Context: an optimization exercise on an open-source flow, tuned for small area, a short achievable clock period and few clock cycles. The choices shown serve that exercise and are no tape-out recipe.
The RTL was checked by simulation tests, not by an equivalence proof against the original design.

## the baseline
==> flow/design.v (excerpt) <==
module disc_reveal_bitmap (
  input  logic                                clk,
  input  logic                                rst_n,
  input  logic                                in_valid,
  output logic                                in_ready,
  input  logic [1:0]                          in_cmd,
  input  logic signed [23:0]                  in_world_x,
  input  logic signed [23:0]                  in_world_y,
  input  logic [3:0]                          in_radius,
  input  logic signed [7:0]                   in_cell_x,
  input  logic signed [7:0]                   in_cell_y,
  output logic                                out_valid,
  input  logic                                out_ready,
  output logic                                out_revealed_bit,
  output logic                                out_in_bounds,
  output logic signed [17:0]                  out_center_x,
  output logic signed [17:0]                  out_center_y,
  input  logic                                cfg_we,
  input  logic [2:0]                          cfg_idx,
  input  logic [23:0]                         cfg_wdata
);
Size: about 30,000 cells after synthesis, about 290,000 um2 of cells after synthesis.
clock: 10.0 ns
lec_check: 0
cap_margin: 30
cell_pad_in_sites_detail_placement: 1
cell_pad_in_sites_global_placement: 1
core_margin: 2
core_utilization: 25
place_density: 0.35
slew_margin: 40
synth_hierarchical: 1
synth_memory_max_bits: 8192
standard.sh (not shown) runs the stock make flow with config.mk's settings and CLKGATE_MAP_FILE= SYNTH_SCRIPT=/design/flow/synth_recipe.tcl, a recipe that flattens the netlist after the stock synthesis.
==> flow/flow/run.sh <==
#!/bin/bash
set -euo pipefail
RES=orfs/results/${FLOW_PLATFORM}/disc_reveal_bitmap/base
bash standard.sh SETUP_SLACK_MARGIN=6.6 synth floorplan > std_synth_floorplan.log 2>&1
openroad -python -no_init -exit flow/place_map.py "$RES/2_floorplan.odb" 22 4 2 1 9 > place_map.log 2>&1
bash standard.sh SETUP_SLACK_MARGIN=6.6 finish > std_place_to_finish.log 2>&1
==> flow/flow/place_map.py <==
# Places the bit-map cells (instances g_row[y].g_col[x].u_cell.*) in a regular 64 x 64 array
# before global placement, and marks them FIRM so that the placer arranges the rest around it.
# Bit (x, y): its flip-flop in row r0 + rb*y, its gates go rows above it, spaced gg sites
# apart; the other rows of each bit row are left to the placer (read-mux cells, buffers)
# and to the router.
import odb
import re
import sys

path = sys.argv[1]
px = int(sys.argv[2]) if len(sys.argv) > 2 else 22     # bit pitch in sites
rb = int(sys.argv[3]) if len(sys.argv) > 3 else 4      # rows per bit row
go = int(sys.argv[4]) if len(sys.argv) > 4 else 2      # row of the gates above the flip-flop
gg = int(sys.argv[5]) if len(sys.argv) > 5 else 1      # sites left between gates
jit = int(sys.argv[6]) if len(sys.argv) > 6 else 9     # row-to-row offset spread, sites
r0 = 2                                                  # first row
s0 = 2                                                  # first site

db = odb.dbDatabase.create()
odb.read_db(db, path)
blk = db.getChip().getBlock()
rows = sorted(blk.getRows(), key=lambda r: r.getOrigin()[1])
site_w = rows[0].getSite().getWidth()

# occupied sites per row (tap cells and anything already placed)
occ = [set() for _ in rows]
row_of_y = {r.getOrigin()[1]: i for i, r in enumerate(rows)}
for inst in blk.getInsts():
    if inst.getPlacementStatus() in ("FIXED", "FIRM", "LOCKED", "PLACED") and \
            inst.getMaster().getName().startswith("sky130_fd_sc_hd__tap"):
        x, y = inst.getLocation()
        ri = row_of_y.get(y)
        if ri is None:
            continue
        s = (x - rows[ri].getOrigin()[0]) // site_w
        for k in range(inst.getMaster().getWidth() // site_w):
            occ[ri].add(s + k)

pat = re.compile(r'g_row\\?\[(\d+)\\?\]\.g_col\\?\[(\d+)\\?\]\.u_cell\.')


def driver(net):
    for it in net.getITerms():
        if it.isOutputSignal():
            return it.getInst()
    return None


def cone(flop):
    # the flip-flop and the gates that feed only its D input
    out = [flop]
    todo = [it.getNet() for it in flop.getITerms() if it.getMTerm().getName() == "D"]
    while todo:
        net = todo.pop()
        if net is None or len(net.getITerms()) != 2 or net.getBTerms():
            continue
        drv = driver(net)
        if drv is None or drv.getMaster().isSequential() or drv in out:
            continue
        out.append(drv)
        for it in drv.getITerms():
            if it.isInputSignal():
                todo.append(it.getNet())
    return out


cells = {}
for inst in blk.getInsts():
    m = pat.match(inst.getName())
    if m and inst.getMaster().isSequential():
        cells[(int(m.group(1)), int(m.group(2)))] = cone(inst)

want = {}   # row index -> list of (desired site, width, inst)
flip = {}   # gates mirrored left-right: every other bit
for (y, x), insts in cells.items():
    flops = [i for i in insts if i.getMaster().isSequential()]
    gates = sorted([i for i in insts if not i.getMaster().isSequential()],
                   key=lambda i: -i.getMaster().getWidth())
    ra = r0 + rb * y
    # rows are offset from each other so that a column's cells do not stack exactly
    base = s0 + px * x + ((y * 5) % jit if jit else 0)
    for i in flops:
        want.setdefault(ra, []).append((base, i.getMaster().getWidth() // site_w, i))
    s = base
    for i in gates:
        w = i.getMaster().getWidth() // site_w
        want.setdefault(ra + go, []).append((s, w, i))
        flip[i.getName()] = (x + y) & 1
        s += w + gg

placed = 0
maxdrift = 0
for ri, lst in want.items():
    row = rows[ri]
    ox, oy = row.getOrigin()
    cur = 0
    for d, w, inst in sorted(lst, key=lambda t: t[0]):
        s = max(d, cur)
        while any((s + k) in occ[ri] for k in range(w)):
            s += 1
        if s + w > row.getSiteCount():
            raise SystemExit("array does not fit in row %d" % ri)
        for k in range(w):
            occ[ri].add(s + k)
        cur = s + w
        maxdrift = max(maxdrift, s - d)
        o = row.getOrient()
        if flip.get(inst.getName()):
            o = "MY" if o == "R0" else "R180"
        inst.setOrient(o)
        inst.setLocation(ox + s * site_w, oy)
        inst.setPlacementStatus("FIRM")
        placed += 1

print("placed %d map cells, %d bits, largest shift %d sites" % (placed, len(cells), maxdrift))
odb.write_db(db, path)
The flow ended early for the baseline: it failed with a tool error in detailed placement.
Testbench counts of the baseline, summed over its fixed seeds: cycles 3,621.
Relative to the baseline, the following input files were edited for the candidate:
==> flow/flow/run.sh <==
#!/bin/bash
set -euo pipefail
RES=orfs/results/${FLOW_PLATFORM}/disc_reveal_bitmap/base
bash standard.sh SETUP_SLACK_MARGIN=6.6 synth floorplan > std_synth_floorplan.log 2>&1
openroad -python -no_init -exit flow/place_map.py "$RES/2_floorplan.odb" 26 4 2 2 9 1 > place_map.log 2>&1
bash standard.sh SETUP_SLACK_MARGIN=6.6 finish > std_place_to_finish.log 2>&1
diff --git a/flow/flow/place_map.py b/flow/flow/place_map.py
--- a/flow/flow/place_map.py
+++ b/flow/flow/place_map.py
@@ -14,4 +14,5 @@
 gg = int(sys.argv[5]) if len(sys.argv) > 5 else 1      # sites left between gates
 jit = int(sys.argv[6]) if len(sys.argv) > 6 else 9     # row-to-row offset spread, sites
+pad = int(sys.argv[7]) if len(sys.argv) > 7 else 1     # free sites kept on each side of a cell
 r0 = 2                                                  # first row
 s0 = 2                                                  # first site
@@ -97,12 +98,13 @@
     for d, w, inst in sorted(lst, key=lambda t: t[0]):
         s = max(d, cur)
-        while any((s + k) in occ[ri] for k in range(w)):
+        while any((s + k) in occ[ri] for k in range(-2 * pad, w + 2 * pad)):
             s += 1
-        if s + w > row.getSiteCount():
+        if s + w + pad > row.getSiteCount():
             raise SystemExit("array does not fit in row %d" % ri)
         for k in range(w):
             occ[ri].add(s + k)
-        cur = s + w
+        cur = s + w + 2 * pad
         maxdrift = max(maxdrift, s - d)
+        inst.setPlacementStatus("PLACED")
         o = row.getOrient()
         if flip.get(inst.getName()):
### Flow results
- As far as die height goes, the baseline and the candidate are indistinguishable; the numbers are identical.
- The candidate did not stop at any stage, and its layout met the timing, DRC and antenna checks.
- On detailed placement HPWL, the baseline beats the candidate.
- Going from the baseline to the candidate, number of placed I/O pins shows no meaningful change; final weighted congestion in routability-driven placement barely changed.

-- separate check: timing with driven ports --
No port has a modelled driver above. Below, the same layout with a new extraction and two added sets of constraints. Step 1 (the two cells are an assumption about what drives the block):
set clk [get_ports {clk}]
set_driving_cell -lib_cell sky130_fd_sc_hd__clkbuf_16 $clk
set_driving_cell -lib_cell sky130_fd_sc_hd__buf_2 [delete_from_list [all_inputs] $clk]
Step 2 moves the port delays by t, midway between the first and last clock arrival at a register: inputs arrive t later, outputs are due t later. That takes back most of the time a late clock gives input paths. a / b / c = ideal / step 1 / step 2; a / b = the first two.
run: the candidate
t, ns: 1.327
setup WS [ns]: 6.024 / 6.024 / 5.162
worst setup path after step 2: input to register
After both steps the candidate still meets setup and hold. The setup slack of the candidate moves by 0.000 ns with the drivers and by -0.862 ns with both steps.
